From an optimization exercise on the open Yosys and OpenROAD flow, aimed at small area, a short achievable clock period and few clock cycles per item; shortcuts taken in it are not production practice. Where RTL was checked, it was by simulation tests only, not by an equivalence proof against the original. The RTL of runs 2 and 3 was laid out without a check of its function.

===== flow/design.v =====
`default_nettype none
package cwc_pkg;
  localparam int TIME_W    = 32;   
  localparam int REG_W     = 16;   
  localparam int WIN_W     = 32;   
  localparam int FRAC_W    = 16;
  localparam int QUO_W     = 17;   
  localparam int REP_W     = 19;   
  localparam int CFG_IDX_W = 2;
  localparam logic [REG_W-1:0] RST_TIMEOUT_LIMIT = 16'd90;
  localparam logic [REG_W-1:0] RST_INIT_WINDOW   = 16'd13;
  localparam logic [REG_W-1:0] RST_INIT_THRESH   = 16'd1000;
  localparam logic [CFG_IDX_W-1:0] REG_TIMEOUT_LIMIT = 2'd0;
  localparam logic [CFG_IDX_W-1:0] REG_INIT_WINDOW   = 2'd1;
  localparam logic [CFG_IDX_W-1:0] REG_INIT_THRESH   = 2'd2;
  localparam logic [1:0] PH_IDLE  = 2'd0;   
  localparam logic [1:0] PH_START = 2'd1;   
  localparam logic [1:0] PH_DIV   = 2'd2;   
  localparam logic [1:0] PH_FIX   = 2'd3;   
endpackage
`default_nettype wire
`default_nettype none
import cwc_pkg::*;
module cwc_recip (
  input  wire logic              clk,
  input  wire logic              start,
  input  wire logic              start_next,
  input  wire logic              load,
  input  wire logic [WIN_W-1:0]  cmp_val,
  input  wire logic [WIN_W-1:0]  divisor,
  output logic      [QUO_W-1:0]  quotient,
  output logic                   done,
  output logic                   zero,
  output logic                   ge
);
  localparam int M0 = FRAC_W / 2;    
  localparam int NP = WIN_W / 2;
  logic [WIN_W:0]   rem_r;     
  logic [QUO_W:0]   q_r;       
  logic [NP-1:M0-1] above;     
  logic [NP-1:M0]   pair;      
  logic [NP-1:M0]   lead_even;
  logic             low, pow2;
  logic [WIN_W:0]   oh;        
  logic [QUO_W:0]   mark;      
  localparam int XW = WIN_W + 4;
  logic [XW-1:0]    x, a1, a3, s3, k3, xo, nw1, nw2;
  logic [WIN_W+1:0] a2;
  logic             c1, c2, c3;
  logic [WIN_W-1:0] rn;
  always_comb begin
    above[NP-1] = 1'b0;
    for (int m = NP - 2; m >= M0 - 1; m--)
      above[m] = above[m+1] | divisor[2*m+2] | divisor[2*m+3];
    for (int m = M0; m < NP; m++) begin
      pair[m]      = (divisor[2*m] | divisor[2*m+1]) & !above[m];
      lead_even[m] = divisor[2*m] & !divisor[2*m+1] & !above[m];
    end
    zero = !above[M0-1] && (divisor[FRAC_W-1:0] == '0);
    low  = !above[M0-1] && !zero;
    pow2 = (divisor[FRAC_W-1:0] == '0) && (lead_even != '0) &&
           (divisor[WIN_W-1:FRAC_W] == lead_bits(lead_even));
    oh   = '0;
    mark = '0;
    for (int m = M0; m < NP; m++) begin
      oh[2*m+1]          = pair[m];
      mark[2*m+1-FRAC_W] = pair[m];
    end
    oh[2*M0+1]          = pair[M0] | low;
    mark[1]             = pair[M0] | low;
    oh[WIN_W-1]         = pair[NP-1] | zero;
    mark[QUO_W-2]       = pair[NP-1] | zero;
    x   = XW'({rem_r, 1'b0});
    a1  = x - XW'(divisor);
    a2  = {1'b0, rem_r} - {2'b00, divisor};                 
    xo  = x | XW'(1);
    nw1 = ~(XW'(divisor));
    nw2 = ~(XW'({divisor, 1'b0}));
    s3  = xo ^ nw1 ^ nw2;
    k3  = (xo & nw1) | (xo & nw2) | (nw1 & nw2);
    a3  = s3 + {k3[XW-2:0], 1'b1};
    c1  = !a1[XW-1];
    c2  = !a2[WIN_W+1];
    c3  = !a3[XW-1];
    rn  = c3 ? a3[WIN_W-1:0] :
          c2 ? {a2[WIN_W-2:0], 1'b0} :
          c1 ? a1[WIN_W-1:0] : x[WIN_W-1:0];
  end
  function automatic logic [WIN_W-FRAC_W-1:0] lead_bits(input logic [NP-1:M0] le);
    lead_bits = '0;
    for (int m = M0; m < NP; m++) lead_bits[2*m-FRAC_W] = le[m];
  endfunction
  always_ff @(posedge clk) begin
    if (start) begin
      rem_r <= pow2 ? '0 : oh;
      q_r   <= zero ? {1'b1, {QUO_W{1'b0}}} : {mark[QUO_W:1], pow2};
    end else if (start_next) begin
      rem_r <= oh;
      q_r   <= mark;
    end else begin
      if (load) rem_r <= {1'b0, cmp_val};
      else      rem_r <= {rn, 1'b0};
      if (!q_r[QUO_W]) q_r <= {q_r[QUO_W-2:0], c2, c3 | (c1 & !c2)};
    end
  end
  assign quotient = q_r[QUO_W-1:0];
  assign done     = q_r[QUO_W];
  assign ge       = c2;
endmodule
`default_nettype wire
`default_nettype none
import cwc_pkg::*;
module congestion_window_controller (
  input  wire logic                 clk,
  input  wire logic                 rst_n,
  input  wire logic                 in_tvalid,
  output logic                      in_tready,
  input  wire logic [63:0]          in_tdata,    
  output logic                      out_tvalid,
  input  wire logic                 out_tready,
  output logic      [15:0]          out_tdata,   
  output logic      [1:0]           out_tuser,   
  input  wire logic                 cfg_valid,
  output logic                      cfg_ready,
  input  wire logic [CFG_IDX_W-1:0] cfg_index,
  input  wire logic [REG_W-1:0]     cfg_data
);
  localparam logic [WIN_W-1:0] WIN_MAX = '1;
  logic [WIN_W-1:0]  win_r;       
  logic [WIN_W-1:0]  thr_r;       
  logic              sz_r;
  logic [REP_W-1:0]  rep_r;
  logic [REG_W-1:0]  lim_r;       
  logic              avoid_r;     
  logic [1:0]        ph_r;
  logic              pend_v_r;    
  logic              pend_tout_r;
  logic              cur_tout_r;  
  logic              out_v_r;
  logic              out_tout_r;
  logic              fix_r;       
  logic              rc_start, rc_next, rc_load, rc_done, rc_zero, rc_ge;
  logic [QUO_W-1:0]  rc_q;
  cwc_recip u_recip (
    .clk        (clk),
    .start      (rc_start),
    .start_next (rc_next),
    .load       (rc_load),
    .cmp_val    (thr_r),
    .divisor    (win_r),
    .quotient   (rc_q),
    .done       (rc_done),
    .zero       (rc_zero),
    .ge         (rc_ge)
  );
  logic              rtt_b, rtt_h0, rtt_h1;
  logic [17:0]       rtt_e;
  logic [15:0]       rtt_cs_s, rtt_cs_k;
  logic [18:0]       rtt_e2;
  logic              tout_in;
  logic [REP_W-1:0]  rep_x, rep_sum;
  logic [REP_W:0]    rep_sum2;
  logic              rep_cin, rep_sat, rep_clear, halve, win_gt_thr;
  logic [WIN_W:0]    win_q, win_sum;
  logic [WIN_W-1:0]  win_sat, win_fin;
  logic              out_free, eval, finish, fast, take, recip;
  always_comb begin
    rtt_b    = in_tdata[TIME_W+15:TIME_W] < in_tdata[15:0];
    rtt_h0   = in_tdata[2*TIME_W-1:TIME_W+16] == in_tdata[31:16];
    rtt_h1   = in_tdata[2*TIME_W-1:TIME_W+16] == in_tdata[31:16] + 16'd1;
    rtt_cs_s = in_tdata[TIME_W+15:TIME_W] ^ ~in_tdata[15:0] ^ ~lim_r;
    rtt_cs_k = (in_tdata[TIME_W+15:TIME_W] & ~in_tdata[15:0]) |
               (in_tdata[TIME_W+15:TIME_W] & ~lim_r) | (~in_tdata[15:0] & ~lim_r);
    rtt_e2   = {2'b00, rtt_cs_s, 1'b1} + {1'b0, rtt_cs_k, 1'b1, 1'b1};
    rtt_e    = rtt_e2[18:1];
    tout_in  = !((rtt_b ? rtt_h1 : rtt_h0) &&
                 (rtt_b ? (rtt_e[17:16] == 2'b00) : !rtt_e[17]));
    out_free = !out_v_r || out_tready;
    eval     = (ph_r == PH_IDLE) && pend_v_r && out_free;
    halve    = pend_tout_r && sz_r;
    finish   = (ph_r == PH_DIV) && rc_done && out_free;
    fast     = finish && pend_v_r && avoid_r && !halve;
    take     = eval || fast;
    rc_next  = fast;
    rc_start = (ph_r == PH_START);
    rc_load  = (ph_r == PH_IDLE) || (ph_r == PH_FIX) || ((ph_r == PH_DIV) && rc_done);
    rep_sat   = !rep_r[REP_W-1] && rep_r[REP_W-2];
    if ((ph_r == PH_IDLE) && halve) begin
      rep_x   = ~(REP_W'(win_r[WIN_W-1:15]));
      rep_cin = ~|win_r[14:0];
    end else begin
      rep_x   = (sz_r && rep_sat) ? '0 : REP_W'(3);
      rep_cin = 1'b0;
    end
    rep_sum2  = {rep_r, 1'b1} + {rep_x, rep_cin};
    rep_sum   = rep_sum2[REP_W:1];
    rep_clear = !sz_r && !rep_r[REP_W-1];
    win_gt_thr = !rc_ge;
    recip    = avoid_r || (!pend_tout_r && win_gt_thr);
    win_q    = (ph_r == PH_DIV) ? (WIN_W+1)'(rc_q) :
               (WIN_W+1)'(halve ? 3'd6 : 3'd2) << FRAC_W;
    win_sum  = {1'b0, win_r} + win_q;
    win_sat  = win_sum[WIN_W] ? WIN_MAX : win_sum[WIN_W-1:0];
    win_fin  = rc_zero ? WIN_MAX : win_sat;
  end
  assign in_tready = !pend_v_r;
  always_ff @(posedge clk) begin
    if (!rst_n) begin
      win_r    <= WIN_W'(RST_INIT_WINDOW) << FRAC_W;
      thr_r    <= WIN_W'(RST_INIT_THRESH) << FRAC_W;
      sz_r     <= 1'b1;
      rep_r    <= '0;
      lim_r    <= RST_TIMEOUT_LIMIT;
      avoid_r  <= 1'b0;
      ph_r     <= PH_IDLE;
      pend_v_r <= 1'b0;
      out_v_r  <= 1'b0;
    end else begin
      if (in_tvalid && !pend_v_r) pend_v_r <= 1'b1;
      else if (take)              pend_v_r <= 1'b0;
      if (take && pend_tout_r) begin
        if (halve) begin
          sz_r  <= (win_r == '0);
          rep_r <= rep_sum;
        end else if (rep_clear) begin
          sz_r  <= 1'b1;
          rep_r <= '0;
        end else begin
          rep_r <= rep_sum;
        end
      end else if (ph_r == PH_FIX || (ph_r == PH_START && fix_r)) begin
        rep_r <= rep_sum;
      end
      if (out_tready) out_v_r <= 1'b0;
      unique case (ph_r)
        PH_IDLE: begin
          if (eval) begin
            if (halve) begin
              avoid_r <= 1'b0;
              thr_r   <= win_r >> 1;
              win_r   <= win_sum[WIN_W:1];
            end else if (!pend_tout_r && !avoid_r) begin
              if (recip) avoid_r <= 1'b1;
              else       win_r   <= win_sat;
            end
            if (recip)      ph_r <= PH_START;
            else if (halve) ph_r <= PH_FIX;
            if (!recip) out_v_r <= 1'b1;
          end
        end
        PH_START: ph_r <= PH_DIV;
        PH_DIV: begin
          if (finish) begin
            win_r   <= win_fin;
            out_v_r <= 1'b1;
            if (!fast) ph_r <= PH_IDLE;
          end
        end
        default: ph_r <= PH_IDLE;    
      endcase
      if (cfg_valid) begin
        unique case (cfg_index)
          REG_TIMEOUT_LIMIT: lim_r <= cfg_data;
          REG_INIT_WINDOW:   win_r <= WIN_W'(cfg_data) << FRAC_W;
          REG_INIT_THRESH:   thr_r <= WIN_W'(cfg_data) << FRAC_W;
          default: ;
        endcase
      end
    end
  end
  always_ff @(posedge clk) begin
    if (in_tvalid && !pend_v_r) pend_tout_r <= tout_in;
    if (take) cur_tout_r <= pend_tout_r;
    if (eval && !recip) out_tout_r <= pend_tout_r;
    else if (finish)    out_tout_r <= cur_tout_r;
    fix_r <= eval && halve;
  end
  assign cfg_ready  = 1'b1;
  assign out_tvalid = out_v_r;
  assign out_tdata  = win_r[WIN_W-1:FRAC_W];
  assign out_tuser  = {out_tout_r, avoid_r};
endmodule
`default_nettype wire

===== flow/run.sh =====
#!/bin/bash
# synth_recipe.tcl (not shown) runs the flow's synth.tcl, then flattens the netlist and writes it again
# the make line also repeats each setting of config.mk as NAME=value (left out here)
make -C /OpenROAD-flow-scripts/flow DESIGN_CONFIG=/design/flow/config.mk WORK_HOME=/design/flow/orfs CLKGATE_MAP_FILE= SYNTH_SCRIPT=/design/flow/synth_recipe.tcl finish

===== flow/config.mk =====
export PLATFORM = sky130hd
export DESIGN_NAME = congestion_window_controller
export DESIGN_NICKNAME = congestion_window_controller
export VERILOG_FILES = /design/flow/design.v
export SDC_FILE = /design/flow/constraint.sdc
export NUM_CORES = 4
export LEC_CHECK = 0
export CAP_MARGIN = 20
export CORE_MARGIN = 2
export CORE_UTILIZATION = 40
export SETUP_SLACK_MARGIN = 2.5
export SLEW_MARGIN = 20

===== flow/constraint.sdc =====
create_clock -name core_clock -period 6.0 [get_ports {clk}]
set_input_delay 1.2000 -clock core_clock [delete_from_list [all_inputs] [get_ports {clk}]]
set_output_delay 1.2000 -clock core_clock [all_outputs]
set_load 0.01 [all_outputs]

==> metrics.md, run 1 <==
| Metric | Value |
|---|---|
| Die area | 46,650 µm² |
| Syn Std Cell Area | 17,980 µm² |
| Status | finished clean |
| Number of diodes | 0 |
| Synthesized instance count | approximately 2,300 |
| Final Non-Filler Cells | 3,169 |
| Skew final | 0.01308 ns |
| Final Worst Setup Slack | ~2.3 ns |
| RePlAce Congestion | 1.016 |
| Count leader, synth | nand2_1 |
| Final HPWL DP | 49.71 mm |
| Post-layout util | 0.5280 |
| Reg2Reg Depth | 13 |
| Final Hold Vio Count | 0 |
| Worst Path Required | 6.32 ns |
| FF-to-FF Start | win_r[1] |
| Synth top cells by count | 253 x nand2_1, 221 x a21oi_1, 170 x ha_1, 168 x nor2_1, 151 x o21ai_0 |
| Main synth FF type | dfxtp_1 |
| Max-cap viol count | 0 |
| Slowest-stage cell, CP | fa_2 |
| Measured slew at the worst slew-check pin | 0.8464 ns |
| Place WS | 1.458 ns |
| Max Fclk | 271.3 MHz |
| Hold_sp | thr_r[13] |
| H-tree Lvls | 4 |
| Synth-to-layout area growth | 30.17% |
| Final max-slew violation count | 0 |
| Grt total ovfl | 0 |
| Setup slack, reg-to-reg | 2.31 ns |
| Layout cells sized above 1 | 0.2336 |
| FF-to-FF End | u_recip.rem_r[29] |
| Setup CP Type | reg2reg |
| Die Wd | 216.0 µm |
| Vias in the first global route | roughly 19,000 |
| First-pass GRT wire length | 105.2 mm |
| Syn_area_per_cell | 7.669 µm² |
| WL final | 69.26 mm |
| Worst Setup Start Kind | flop |
| All-Layer GR Usage | 0.2832 |
| RSZ-0062 raised after global routing | true |
| Worst-path fanout max | 4 |
| Final setup violation count | 0 |
| Worst Hold Class | reg2reg |
| Die height | 216.0 µm |
| Initial antenna violation count | 0 |
| Post-synthesis sequential area ratio | 0.1893 |
| Hold Slack | 0.4551 ns |
| Placed Cells | 2,966 |
| Synth area leader | dfxtp_1 |
| Post-route cell area | 23,400 µm² |
| I/O pin count | approximately 110 |
| Slew headroom | 0.4344 |
| Min-Delay Endpoint | thr_r[13] |
| Port buffer count | 106 |
| DP Area | 19,660 µm² |
| CP Capture Type | flop |
| YS warnings | 2 |
| Flops & latches, synth | between 150 and 200 |
| CTS tree | built |
| Initial drt markers | 2,102 |
| Area share of the largest cell type after synthesis | 0.1559 |
| DRT antenna net count | 0 |
| Bufs on Longest Clock Path | 2 |
| Asr flop ratio synth | 0 |
| Crit path DAT | 4.01 ns |
| Via density | 6.174 |
| Critical-path cell list | clkinvlp_4 -> fa_2 -> ha_4 -> nor2b_4 -> o31a_1 -> o31ai_4 -> a311o_1 -> a31oi_4 -> a211o_1 -> a21oi_2 -> xnor2_1 -> a222oi_1 -> o21ai_1 |
| Syn_nets | 2,650 |
| CTS Hold Bufs | 0 |
| Final period util | 0.6143 |
| Residual DRC | 0 |
| CTS clk-pin slew, worst paths | 0.07 ns |
| CTS Sinks | 160 |
| Final min period | approximately 3.7 ns |
| Largest net degree at the start of global routing | 52 |
| CTS Buf Count | 17 |
| Root buffer cell | clkbuf_16 |
| Nets@finish | 2,870 |
| Top post-synthesis cells by area | dfxtp_1 16%, ha_1 12%, a21oi_1 6.2%, fa_1 5.5%, nand2_1 5.3% |
| Netlist cell types | 103 |
| Via count | 19,560 |
| Crit-path max cell delay | 0.58 ns |
| Setup TNS | 0 ns |
| TritonRoute pass-1 iters | 7 |
| Post-synth EDFFs | 20 |
| Cell Rows | a little under 80 |
| WL/cell | 21.86 µm |
| Core Footprint | approximately 44,000 µm² |
| Clock latency reported for the late side of the worst-skew pair | 0.46 ns |
| Initial Util | 0.4056 |
| Worst hold stages | 2 |
==> final cells by class <==
class	count	area [µm²]
Clock inverter	15	123.9
Inverter	107	488.0
Multi-Input combinational cell	1955	15220
Tap cell	592	740.7
Timing Repair Buffer	323	2919
Clock buffer	17	425.4
Fill cell	4162	20920
Sequential cell	160	3486
==> state kept, by name, summed over array words and instances, names as in the netlist <==
name / count
fix_r: 1
lim_r: 16
out_tout_r: 1
avoid_r: 1
u_recip.rem_r: 33
out_v_r: 1
thr_r: 32
pend_tout_r: 1
ph_r: 2
win_r: 32
rep_r: 19
u_recip.q_r: 18
sz_r: 1
cur_tout_r: 1
pend_v_r: 1
==> how the worst max path moves through the flow <==
stage                startpoint                 to  slack, ns
global placement    in_tdata[5]        pend_tout_r       1.45
finish                 win_r[1]  u_recip.rem_r[29]       2.31
floorplan           in_tdata[5]        pend_tout_r       2.30
detailed placement  in_tdata[9]        pend_tout_r       1.46
CTS                     ph_r[1]          win_r[18]       2.43
global route           win_r[9]  u_recip.rem_r[31]       2.21
==> metal layers <==
metal,share of wire,global-route usage,vias to the layer above
li1,-,-,9097
met1,0.41,0.3645,9295
met2,0.46,0.4690,979
met3,0.084,0.05229,193
met4,0.040,0.1100,0
met5,0,0,-
==> cells by family (layout without fill, tap and decap cells) <==
| logic type | after synthesis | count (layout) | share of synthesized area |
|---|---|---|---|
| AO/OA/AOI/OAI | 850 | 850 | 0.3154 |
| other | 1 | 1 | 0.0002086 |
| buffers and inverters | 230 | 462 | 0.05450 |
| XOR/XNOR | 137 | 137 | 0.06675 |
| flip-flops | 160 | 160 | 0.1893 |
| multiplexers | 6 | 6 | 0.003480 |
| AND/OR/NAND/NOR | 741 | 742 | 0.1975 |
| adder cells (fa/ha/maj) | 219 | 219 | 0.1729 |
==> timing repair <==
action | CTS | global route
setup buffers | 94 | 73
gates cloned | 2 | 2
setup endpoints to repair | 91 | 95
resized for setup | 317 | 211
pin swaps | 107 | 97
==> placed cells by master, fill, tap and decap left out, types with 16 or more instances in the layout <==
| master | count |
|---|---|
| and3_1 | 24 |
| a21o_1 | 69 |
| a21boi_0 | 20 |
| o21ai_1 | 20 |
| and2_1 | 42 |
| nand2b_1 | 21 |
| a31oi_1 | 39 |
| xnor2_1 | 89 |
| xor2_1 | 45 |
| buf_6 | 19 |
| nor2b_1 | 33 |
| nor2_1 | 160 |
| fa_1 | 39 |
| nand2_1 | 239 |
| ha_4 | 39 |
| a21oi_1 | 190 |
| nand3_1 | 59 |
| o22ai_1 | 20 |
| a211oi_1 | 17 |
| dfxtp_1 | 112 |
| ha_1 | 116 |
| clkbuf_16 | 18 |
| o211ai_1 | 55 |
| clkdlybuf4s50_1 | 73 |
| dlygate4sd2_1 | 16 |
| dfxtp_4 | 19 |
| o21ai_0 | 120 |
| inv_1 | 59 |
| edfxtp_1 | 20 |
| o21ai_2 | 17 |
| inv_2 | 23 |
| buf_4 | 180 |
| nand4_1 | 22 |
| nor3_1 | 28 |
| a21oi_2 | 29 |
| o21a_1 | 22 |
| a22oi_1 | 27 |
| buf_12 | 16 |
==> critical path: cells and delay by family (launching register included) <==
family,cells,cell delay [ns]
flops,1,0.37
simple gates,1,0.13
compound gates,8,2.02
fa+ha+maj,2,0.80
xor+xnor,1,0.09
buf+inv,1,0.12
Testbench counts, summed over its fixed seeds: cycles 72,069, items 9,378.
==> run 2, diff against run 1 <==
--- a/flow/design.v
+++ b/flow/design.v
@@ -16,7 +16,6 @@
   localparam logic [1:0] PH_IDLE  = 2'd0;   
   localparam logic [1:0] PH_START = 2'd1;   
   localparam logic [1:0] PH_DIV   = 2'd2;   
-  localparam logic [1:0] PH_FIX   = 2'd3;   
 endpackage
 `default_nettype wire
 `default_nettype none
@@ -138,7 +137,6 @@
   logic              cur_tout_r;  
   logic              out_v_r;
   logic              out_tout_r;
-  logic              fix_r;       
   logic              rc_start, rc_next, rc_load, rc_done, rc_zero, rc_ge;
   logic [QUO_W-1:0]  rc_q;
   cwc_recip u_recip (
@@ -155,53 +153,45 @@
   );
   logic              rtt_b, rtt_h0, rtt_h1;
   logic [17:0]       rtt_e;
-  logic [15:0]       rtt_cs_s, rtt_cs_k;
-  logic [18:0]       rtt_e2;
   logic              tout_in;
-  logic [REP_W-1:0]  rep_x, rep_sum;
-  logic [REP_W:0]    rep_sum2;
-  logic              rep_cin, rep_sat, rep_clear, halve, win_gt_thr;
-  logic [WIN_W:0]    win_q, win_sum;
-  logic [WIN_W-1:0]  win_sat, win_fin;
+  logic [REP_W-1:0]  rep_inc, rep_halve, rep_nk, rep_cv, rep_s, rep_k;
+  logic              rep_sat, rep_f;
+  logic              rep_clear, halve, win_gt_thr;
+  logic [WIN_W:0]    win_p2;
+  logic [WIN_W:0]    win_sum;
+  logic [WIN_W-1:0]  win_fin;
   logic              out_free, eval, finish, fast, take, recip;
   always_comb begin
     rtt_b    = in_tdata[TIME_W+15:TIME_W] < in_tdata[15:0];
     rtt_h0   = in_tdata[2*TIME_W-1:TIME_W+16] == in_tdata[31:16];
     rtt_h1   = in_tdata[2*TIME_W-1:TIME_W+16] == in_tdata[31:16] + 16'd1;
-    rtt_cs_s = in_tdata[TIME_W+15:TIME_W] ^ ~in_tdata[15:0] ^ ~lim_r;
-    rtt_cs_k = (in_tdata[TIME_W+15:TIME_W] & ~in_tdata[15:0]) |
-               (in_tdata[TIME_W+15:TIME_W] & ~lim_r) | (~in_tdata[15:0] & ~lim_r);
-    rtt_e2   = {2'b00, rtt_cs_s, 1'b1} + {1'b0, rtt_cs_k, 1'b1, 1'b1};
-    rtt_e    = rtt_e2[18:1];
+    rtt_e    = {2'b00, in_tdata[TIME_W+15:TIME_W]} + {2'b00, ~in_tdata[15:0]} +
+               {2'b00, ~lim_r} + 18'd2;
     tout_in  = !((rtt_b ? rtt_h1 : rtt_h0) &&
                  (rtt_b ? (rtt_e[17:16] == 2'b00) : !rtt_e[17]));
+    rep_sat   = !rep_r[REP_W-1] && rep_r[REP_W-2];
+    rep_inc   = rep_sat ? rep_r : rep_r + REP_W'(3);
+    rep_f     = |win_r[14:0];
+    rep_nk    = ~(REP_W'(win_r[WIN_W-1:15]));
+    rep_cv    = {{(REP_W-3){1'b0}}, !rep_sat && !rep_f, !rep_sat && rep_f, rep_sat ^ rep_f};
+    rep_s     = rep_r ^ rep_nk ^ rep_cv;
+    rep_k     = (rep_r & rep_nk) | (rep_r & rep_cv) | (rep_nk & rep_cv);
+    rep_halve = rep_s + {rep_k[REP_W-2:0], 1'b0};
+    rep_clear = !sz_r && !rep_r[REP_W-1];
+    halve     = pend_tout_r && sz_r;
+    win_gt_thr = !rc_ge;
+    win_p2   = {1'b0, win_r} + (33'd2 << FRAC_W);
+    win_sum  = {1'b0, win_r} + (WIN_W+1)'(rc_q);
+    win_fin  = (win_sum[WIN_W] || rc_zero) ? WIN_MAX : win_sum[WIN_W-1:0];
     out_free = !out_v_r || out_tready;
     eval     = (ph_r == PH_IDLE) && pend_v_r && out_free;
-    halve    = pend_tout_r && sz_r;
     finish   = (ph_r == PH_DIV) && rc_done && out_free;
     fast     = finish && pend_v_r && avoid_r && !halve;
     take     = eval || fast;
     rc_next  = fast;
     rc_start = (ph_r == PH_START);
-    rc_load  = (ph_r == PH_IDLE) || (ph_r == PH_FIX) || ((ph_r == PH_DIV) && rc_done);
-    rep_sat   = !rep_r[REP_W-1] && rep_r[REP_W-2];
-    if ((ph_r == PH_IDLE) && halve) begin
-      rep_x   = ~(REP_W'(win_r[WIN_W-1:15]));
-      rep_cin = ~|win_r[14:0];
-    end else begin
-      rep_x   = (sz_r && rep_sat) ? '0 : REP_W'(3);
-      rep_cin = 1'b0;
-    end
-    rep_sum2  = {rep_r, 1'b1} + {rep_x, rep_cin};
-    rep_sum   = rep_sum2[REP_W:1];
-    rep_clear = !sz_r && !rep_r[REP_W-1];
-    win_gt_thr = !rc_ge;
+    rc_load  = (ph_r == PH_IDLE) || ((ph_r == PH_DIV) && rc_done);
     recip    = avoid_r || (!pend_tout_r && win_gt_thr);
-    win_q    = (ph_r == PH_DIV) ? (WIN_W+1)'(rc_q) :
-               (WIN_W+1)'(halve ? 3'd6 : 3'd2) << FRAC_W;
-    win_sum  = {1'b0, win_r} + win_q;
-    win_sat  = win_sum[WIN_W] ? WIN_MAX : win_sum[WIN_W-1:0];
-    win_fin  = rc_zero ? WIN_MAX : win_sat;
   end
   assign in_tready = !pend_v_r;
   always_ff @(posedge clk) begin
@@ -221,15 +211,13 @@
       if (take && pend_tout_r) begin
         if (halve) begin
           sz_r  <= (win_r == '0);
-          rep_r <= rep_sum;
+          rep_r <= (win_r == '0) ? rep_inc : rep_halve;
         end else if (rep_clear) begin
           sz_r  <= 1'b1;
           rep_r <= '0;
         end else begin
-          rep_r <= rep_sum;
+          rep_r <= rep_inc;
         end
-      end else if (ph_r == PH_FIX || (ph_r == PH_START && fix_r)) begin
-        rep_r <= rep_sum;
       end
       if (out_tready) out_v_r <= 1'b0;
       unique case (ph_r)
@@ -238,14 +226,16 @@
             if (halve) begin
               avoid_r <= 1'b0;
               thr_r   <= win_r >> 1;
-              win_r   <= win_sum[WIN_W:1];
+              win_r   <= (win_r >> 1) + (WIN_W'(3) << FRAC_W);
             end else if (!pend_tout_r && !avoid_r) begin
               if (recip) avoid_r <= 1'b1;
-              else       win_r   <= win_sat;
+              else       win_r   <= win_p2[WIN_W] ? WIN_MAX : win_p2[WIN_W-1:0];
             end
-            if (recip)      ph_r <= PH_START;
-            else if (halve) ph_r <= PH_FIX;
-            if (!recip) out_v_r <= 1'b1;
+            if (recip) begin
+              ph_r    <= PH_START;
+            end else begin
+              out_v_r <= 1'b1;
+            end
           end
         end
         PH_START: ph_r <= PH_DIV;
@@ -256,7 +246,7 @@
             if (!fast) ph_r <= PH_IDLE;
           end
         end
-        default: ph_r <= PH_IDLE;    
+        default: ph_r <= PH_IDLE;
       endcase
       if (cfg_valid) begin
         unique case (cfg_index)
@@ -273,7 +263,6 @@
     if (take) cur_tout_r <= pend_tout_r;
     if (eval && !recip) out_tout_r <= pend_tout_r;
     else if (finish)    out_tout_r <= cur_tout_r;
-    fix_r <= eval && halve;
   end
   assign cfg_ready  = 1'b1;
   assign out_tvalid = out_v_r;
==> metrics.md, run 2 <==
| Metric | Value |
|---|---|
| Number of diodes | 0 (unchanged) |
| Layout cells sized above 1 | 0.2419 (was 0.2336) |
| Crit path max-delay family | adder cells (was compound AO/OA/AOI/OAI gates) |
| DRT antenna net count | 0 (unchanged) |
| Crit-path max cell delay | 0.51 ns (was 0.58 ns) |
| CTS Hold Bufs | 0 (unchanged) |
| Synthesized instance count | 2,305 (was 2,344) |
| Crit path DAT | 4.26 ns (was 4.01 ns) |
| FF-to-FF Start | win_r[12] (was win_r[1]) |
| Post-synthesis mux area share | 0.006366 (was 0.003480) |
| Synth Area in XOR/XNOR | 0.07526 (was 0.06675) |
| Regs by FF count | u_recip.rem_r x33, thr_r x32, win_r x32 (unchanged) |
| Die Wd | 214.3 µm (was 216.0 µm) |
| I/O pin count | 108 (unchanged) |
| CTS clk-pin slew, worst paths | 0.08 ns (was 0.07 ns) |
| Grt total ovfl | 0 (unchanged) |
| Synth area leader | dfxtp_1 (unchanged) |
| Status | finished clean (unchanged) |
| Port buffer count | 106 (unchanged) |
| Setup CP Type | reg2reg (unchanged) |
| Final min period | 3.926 ns (was 3.686 ns) |
| Initial drt markers | 2,046 (was 2,102) |
| TritonRoute pass-1 iters | 5 (was 7) |
| RePlAce Congestion | 0.9829 (was 1.016) |
| Final max-slew violation count | 0 (unchanged) |
| Fillcell total | 4,084 (was 4,162) |
| Max Fclk | 254.7 MHz (was 271.3 MHz) |
| Final Hold Vio Count | 0 (unchanged) |
| Residual DRC | 0 (unchanged) |
| Clock latency reported for the late side of the worst-skew pair | 0.47 ns (was 0.46 ns) |
| Skew final | 0.01258 ns (was 0.01308 ns) |
| Worst Setup Start Kind | flop (unchanged) |
| Final period util | 0.6544 (was 0.6143) |
| Root buffer cell | clkbuf_16 (unchanged) |
| Largest family of logic cells by synthesized area | compound AO/OA/AOI/OAI gates (unchanged) |
| Bufs on Longest Clock Path | 2 (unchanged) |
| Die height | 214.3 µm (was 216.0 µm) |
| Setup TNS | 0 ns (unchanged) |
| Post-synth EDFFs | 20 (unchanged) |
| Max-cap viol count | 0 (unchanged) |
| Worst Hold Class | reg2reg (unchanged) |
| Flops & latches, synth | 159 (was 160) |
| Largest Register | u_recip.rem_r (unchanged) |
| Vias in the first global route | 18,580 (was 18,870) |
| Synth-to-layout area growth | 33.75% (was 30.17%) |
| Via density | 6.212 (was 6.174) |
| Cell Rows | 77 (unchanged) |
| Nets@finish | 2,857 (was 2,870) |
| Footprint of the multi-input gates | 15,180 µm² (was 15,220 µm²) |
| Final HPWL DP | 50.60 mm (was 49.71 mm) |
| Initial antenna violation count | 0 (unchanged) |
| Initial Util | 0.4027 (was 0.4056) |
| Most common cell after layout, fill and taps aside | nand2_1 (unchanged) |
| Critical-path cell list | nor4_2 -> nand4_1 -> buf_6 -> ha_4 -> fa_1 -> ha_4 -> fa_2 -> a21oi_2 -> o21bai_2 -> a21oi_2 -> o21ai_2 -> a21o_1 -> nand2_2 -> buf_6 -> buf_6 -> buf_6 -> nand2b_4 -> xnor2_2 -> a21oi_1 -> o21ai_1 -> a21oi_1 (was clkinvlp_4 -> fa_2 -> ha_4 -> nor2b_4 -> o31a_1 -> o31ai_4 -> a311o_1 -> a31oi_4 -> a211o_1 -> a21oi_2 -> xnor2_1 -> a222oi_1 -> o21ai_1) |
| CTS Buf Count | 17 (unchanged) |
| First-pass GRT wire length | 107.7 mm (was 105.2 mm) |
| CP Capture Type | flop (unchanged) |
| CTS tree | built (unchanged) |
| Asr flop ratio synth | 0 (unchanged) |
| Synth top cells by count | 230 x a21oi_1, 224 x nand2_1, 194 x o21ai_0, 185 x ha_1, 154 x nor2_1 (was 253 x nand2_1, 221 x a21oi_1, 170 x ha_1, 168 x nor2_1, 151 x o21ai_0) |
| All-Layer GR Usage | 0.2976 (was 0.2832) |
| H-tree Lvls | 4 (unchanged) |
| Largest net degree at the start of global routing | 44 (was 52) |
| Slowest-stage cell, CP | fa_1 (was fa_2) |
| Slew headroom | 0.1755 (was 0.4344) |
| Syn Std Cell Area | 17,690 µm² (was 17,980 µm²) |
| YS warnings | 2 (unchanged) |
| Count leader, synth | a21oi_1 (was nand2_1) |
| CP Buf/Inv Count | 4 (was 1) |
| Main synth FF type | dfxtp_1 (unchanged) |
| WL/cell | 22.81 µm (was 21.86 µm) |
| Core Footprint | 43,930 µm² (was 44,320 µm²) |
| Post-synthesis compound-gate area fraction | 0.2983 (was 0.3154) |
| Most frequent cells in the layout | 215 x nand2_1, 194 x a21oi_1, 159 x buf_4 (was 239 x nand2_1, 190 x a21oi_1, 180 x buf_4) |
| Worst Path Required | 6.33 ns (was 6.32 ns) |
| Worst-path fanout max | 6 (was 4) |
| FF/Latch Area | 3461 µm² (was 3486 µm²) |
| Syn_nets | 2,629 (was 2,650) |
| Via count | 19,490 (was 19,560) |
| Hold_sp | lim_r[9] (was thr_r[13]) |
| Final Non-Filler Cells | 3,138 (was 3,169) |
| Syn_area_per_cell | 7.674 µm² (was 7.669 µm²) |
| Post-Synth Simple-Gate Area | 0.1821 (was 0.1975) |
| Post-synthesis sequential area ratio | 0.1913 (was 0.1893) |
| Placed Cells | 2,918 (was 2,966) |
| Top post-synthesis cells by area | dfxtp_1 16%, ha_1 13%, a21oi_1 6.5%, fa_1 5.9%, o21ai_0 5.5% (was dfxtp_1 16%, ha_1 12%, a21oi_1 6.2%, fa_1 5.5%, nand2_1 5.3%) |
| Die area | 45,920 µm² (was 46,650 µm²) |
| WL final | 71.57 mm (was 69.26 mm) |
| Max reg flops | 33 (unchanged) |
| Measured slew at the worst slew-check pin | 1.225 ns (was 0.8464 ns) |
| Area share of the largest cell type after synthesis | 0.1573 (was 0.1559) |
| Most used cell, CP | buf_6 |
| CTS Sinks | 159 (was 160) |
| RSZ-0062 raised after global routing | true (unchanged) |
| Final setup violation count | 0 (unchanged) |
| Worst setup startpoint | win_r[12] (was win_r[1]) |
| Synth Area in Adders | 0.1897 (was 0.1729) |
| Netlist cell types | 84 (was 103) |
[run 2: cells by family after synthesis]
| group | after synthesis |
|---|---|
| buffers and inverters | 243 |
| flip-flops | 159 |
| AND/OR/NAND/NOR | 677 |
| multiplexers | 11 |
| other | 1 |
| AO/OA/AOI/OAI | 825 |
| XOR/XNOR | 152 |
| adder cells (fa/ha/maj) | 237 |
[run 2: metrics by stage]
stage,utilization,hold WS [ns],cell area (µm²),setup WS (ns)
after CTS,0.5036,0.4616,22120,2.091
after floorplan,-,0.4319,17810,2.460
after global routing,0.5385,0.4789,23660,1.880
final,0.5385,0.4646,23660,2.074
after detailed placement,0.4412,0.4510,19380,0.9408
after global placement,0.4411,0.4405,19380,1.162
[run 2: path summary, 6_finish.rpt]
check	to	slack [ns]	cells past startpoint
worst min-delay path	lim_r[9]	0.46	2
worst max-delay path	rep_r[13]	2.07	21
worst min register to register	lim_r[9]	0.46	2
worst max register to register	rep_r[13]	2.07	21
[run 2: timing repair]
action,CTS,global route
pin swaps,93,158
cloned,6,3
setup endpoints to repair,109,117
buffers inserted,113,66
gates resized for setup,318,254
[run 2: final cells by class]
type | instances | share of cell area
clock buffers | 17 | 0.01798
clock inverters | 15 | 0.006928
inverters | 115 | 0.02211
multi-input cells | 1906 | 0.6414
flip-flops and latches | 159 | 0.1463
well taps | 592 | 0.03131
repair buffers | 334 | 0.1340
[run 2: worst reg2reg max path: stages, from the launching register on]
cell and delay [ns]:
dfxtp_2 0.38, nor4_2 0.27, nand4_1 0.14, buf_6 0.17, ha_4 0.16, fa_1 0.51, ha_4 0.19, fa_2 0.37
a21oi_2 0.16, o21bai_2 0.09, a21oi_2 0.21, o21ai_2 0.11, a21o_1 0.21, nand2_2 0.10, buf_6 0.10, buf_6 0.08
buf_6 0.09, nand2b_4 0.05, xnor2_2 0.12, a21oi_1 0.08, o21ai_1 0.15, a21oi_1 0.07
[run 2: routing by layer]
layer | vias to the layer above | part of all wire | global-route usage
met2 | 900 | 0.47 | 0.4877
met4 | 0 | 0.048 | 0.1451
li1 | 8910 | - | -
met1 | 9482 | 0.42 | 0.3879
met3 | 201 | 0.064 | 0.03660
met5 | - | 0 | 0
==> run 3, diff against run 2 <==
--- a/flow/config.mk
+++ b/flow/config.mk
@@ -8,5 +8,4 @@
 export CAP_MARGIN = 20
 export CORE_MARGIN = 2
 export CORE_UTILIZATION = 40
-export SETUP_SLACK_MARGIN = 2.5
 export SLEW_MARGIN = 20
==> metrics.md, run 3 <==
| Metric | Value |
|---|---|
| Status | finished clean (unchanged) |
| Final Worst Setup Slack | 0.9203 ns (was 2.074 ns) |
| Core Footprint | 43,930 µm² (unchanged) |
| All-Layer GR Usage | 0.2715 (was 0.2976) |
| Synthesized instance count | 2,305 (unchanged) |
| WL/cell | 21.61 µm (was 22.81 µm) |
| Largest net degree at the start of global routing | 56 (was 44) |
| Most common cell after layout, fill and taps aside | a21oi_1 (was nand2_1) |
| Clock latency reported for the late side of the worst-skew pair | 0.46 ns (was 0.47 ns) |
| Via count | 17,840 (was 19,490) |
| Syn Std Cell Area | 17,690 µm² (unchanged) |
| Top post-synthesis cells by area | dfxtp_1 16%, ha_1 13%, a21oi_1 6.5%, fa_1 5.9%, o21ai_0 5.5% (unchanged) |
| Initial Util | 0.4027 (unchanged) |
| YS warnings | 2 (unchanged) |
| Synth top cells by count | 230 x a21oi_1, 224 x nand2_1, 194 x o21ai_0, 185 x ha_1, 154 x nor2_1 (unchanged) |
| Cell Rows | 77 (unchanged) |
| Postcts setup bufs | 0 (was 113) |
| CTS clk-pin slew, worst paths | 0.07 ns (was 0.08 ns) |
| Count leader, synth | a21oi_1 (unchanged) |
| Syn_area_per_cell | 7.674 µm² (unchanged) |
| Max reg flops | 33 (unchanged) |
| Final min period | 5.080 ns (was 3.926 ns) |
| Grt total ovfl | 0 (unchanged) |
| Synth-to-layout area growth | 12.14% (was 33.75%) |
| FF-to-FF Start | win_r[20] (was win_r[12]) |
| Post-route cell area | 19,840 µm² (was 23,660 µm²) |
| Syn_nets | 2,629 (unchanged) |
| Measured slew at the worst slew-check pin | 1.125 ns (was 1.225 ns) |
| I/O pin count | 108 (unchanged) |
| DP Area | 19,240 µm² (was 19,380 µm²) |
| Synth area leader | dfxtp_1 (unchanged) |
| Post-synthesis sequential area ratio | 0.1913 (unchanged) |
| Setup slack, reg-to-reg | 0.92 ns (was 2.07 ns) |
| H-tree Lvls | 4 (unchanged) |
| Die area | 45,920 µm² (unchanged) |
| Place WS | 1.028 ns (was 0.9408 ns) |
| Hold_sp | thr_r[2] (was lim_r[9]) |
| CTS tree | built (unchanged) |
| Worst Setup Start Kind | flop (unchanged) |
| Die height | 214.3 µm (unchanged) |
| Worst hold stages | 2 (unchanged) |
| Die Wd | 214.3 µm (unchanged) |
| Asr flop ratio synth | 0 (unchanged) |
| RePlAce Congestion | 0.9875 (was 0.9829) |
| CP Capture Type | flop (unchanged) |
| Final max-slew violation count | 0 (unchanged) |
| Skew final | 0.01421 ns (was 0.01258 ns) |
| RSZ-0062 raised after global routing | false (was true) |
| Post-synth EDFFs | 20 (unchanged) |
| Final Non-Filler Cells | 2,948 (was 3,138) |
| Port buffer count | 106 (unchanged) |
| Min-Delay Endpoint | thr_r[2] (was lim_r[9]) |
| Slew headroom | 0.2439 (was 0.1755) |
| Via density | 6.051 (was 6.212) |
| FF-to-FF End | u_recip.rem_r[14] (was rep_r[13]) |
| Initial antenna violation count | 1 (was 0) |
| Placed Cells | 2,916 (was 2,918) |
| CTS Hold Bufs | 0 (unchanged) |
| Initial drt markers | 1,404 (was 2,046) |
| Worst Hold Class | reg2reg (unchanged) |
| Reg2Reg Depth | 14 (was 21) |
| Crit path DAT | 5.48 ns (was 4.26 ns) |
| WL final | 63.70 mm (was 71.57 mm) |
| Layout cells sized above 1 | 0.04202 (was 0.2419) |
| Bufs on Longest Clock Path | 2 (unchanged) |
| CTS Buf Count | 17 (unchanged) |
| Root buffer cell | clkbuf_16 (unchanged) |
| Setup CP Type | reg2reg (unchanged) |
| Main synth FF type | dfxtp_1 (unchanged) |
| Netlist cell types | 84 (unchanged) |
| Most frequent cells in the layout | 230 x a21oi_1, 223 x nand2_1, 194 x o21ai_0 (was 215 x nand2_1, 194 x a21oi_1, 159 x buf_4) |
| Vias in the first global route | 17,360 (was 18,580) |
| Final setup violation count | 0 (unchanged) |
| Final Hold Vio Count | 0 (unchanged) |
| Area share of the largest cell type after synthesis | 0.1573 (unchanged) |
| Largest Register | u_recip.rem_r (unchanged) |
| DRT antenna net count | 0 (unchanged) |
| Nets@finish | 2,667 (was 2,857) |
| Final period util | 0.8466 (was 0.6544) |
| Setup TNS | 0 ns (unchanged) |
| Regs by FF count | u_recip.rem_r x33, thr_r x32, win_r x32 (unchanged) |
| Final HPWL DP | 50.29 mm (was 50.60 mm) |
| Residual DRC | 0 (unchanged) |
| First-pass GRT wire length | 98.46 mm (was 107.7 mm) |
| TritonRoute pass-1 iters | 6 (was 5) |
| Flops & latches, synth | 159 (unchanged) |
| Number of diodes | 0 (unchanged) |
| Max-cap viol count | 0 (unchanged) |
| Worst Path Required | 6.40 ns (was 6.33 ns) |
| CTS Sinks | 159 (unchanged) |
| Max Fclk | 196.9 MHz (was 254.7 MHz) |
| Hold Slack | 0.4547 ns (was 0.4646 ns) |
| Post-cts resize count | 0 (was 318) |
| Worst-path fanout max | 18 (was 6) |
-- run 3: cell counts after synthesis --
Identical to the previous run, type by type.
-- run 3: critical path, cell delays in order (launching register included) --
cell and delay (ns):
dfxtp_1 0.59, clkinv_1 0.40, fa_1 0.55, ha_1 0.34, a21o_1 0.20, a211oi_1 0.31
o21bai_1 0.13, a21o_1 0.19, a31oi_1 0.20, o31ai_2 0.13, o21ai_1 0.26, o21a_1 0.41
nand3_1 0.68, a211oi_1 0.48, a221o_1 0.16
-- run 3: metrics by stage --
step                      utilization
after floorplan                     -
after global placement         0.4380
after detailed placement       0.4380
after CTS                      0.4514
after global routing           0.4515
final                          0.4515
-- run 3: cells by family after synthesis --
| family | after synthesis | synth area share |
|---|---|---|
| other | 1 | 0.0002120 |
| and+or+nand+nor | 677 | 0.1821 |
| xor gates and xnor gates | 152 | 0.07526 |
| buffers and inverters | 243 | 0.05687 |
| adders and majority gates | 237 | 0.1897 |
| AOI/OAI and AO/OA | 825 | 0.2983 |
| DFF | 159 | 0.1913 |
| muxes | 11 | 0.006366 |
-- run 3: layout make-up --
type / instances / area [µm²]
Tap cell: 592 / 740.7
Inverter: 115 / 431.7
Clock inverter: 13 / 153.9
Fill cell: 4428 / 24100
Timing Repair Buffer: 147 / 1369
Sequential cell: 159 / 3383
Clock buffer: 19 / 432.9
Multi-Input combinational cell: 1903 / 13330
-- run 3: worst max-delay path by stage --
stage | startpoint | to | slack [ns]
4_1_cts | win_r[0] | u_recip.rem_r[14] | 0.94
6_report | win_r[20] | u_recip.rem_r[14] | 0.92
3_3_place_gp | win_r[19] | u_recip.rem_r[29] | 1.15
5_1_grt | win_r[19] | u_recip.rem_r[14] | 0.51
3_5_place_dp | win_r[19] | u_recip.rem_r[14] | 1.03
2_1_floorplan | win_r[20] | u_recip.q_r[0] | 2.13
-- run 3: routing by layer --
layer  global-route usage  vias to the layer above  share of wire
met5                    0                        -              0
met4               0.1241                        0          0.043
met3              0.03206                      132          0.052
met2               0.4498                      614           0.46
met1               0.3542                     8545           0.44
li1                     -                     8546              -

-- afterwards: timing with drivers on the ports --
How much do the figures lean on ideal ports? The routed layouts below were timed once more, with nothing changed but the port constraints. Step 1 (the two cells are an assumption about what drives the block):
set clk [get_ports {clk}]
set_driving_cell -lib_cell sky130_fd_sc_hd__clkbuf_16 $clk
set_driving_cell -lib_cell sky130_fd_sc_hd__buf_2 [delete_from_list [all_inputs] $clk]
Step 2 also shifts input and output timing later by t, the mid clock arrival at the registers, as if the neighbouring blocks saw the same clock. Three values: ideal, step 1, step 2; two values: the first two.
| run | t (ns) | setup slack, ns | worst setup path after step 2 | clock arrival spread, ns | worst data-port slew with drivers (ns) |
|---|---|---|---|---|---|
| run 1 | 0.504 | 2.314 / 2.314 / 2.050 | input to register | 0.013 / 0.013 | 0.05 |
| run 2 | 0.516 | 2.074 / 2.074 / 2.054 | input to register | 0.013 / 0.014 | 0.07 |
| run 3 | 0.510 | 0.920 / 0.920 / 0.920 | register to register | 0.016 / 0.015 | 0.06 |
After both steps every run listed still meets setup and hold. For run 1, which loses most, drivers alone change the setup slack by 0.000 ns; drivers and shift together by -0.264 ns.
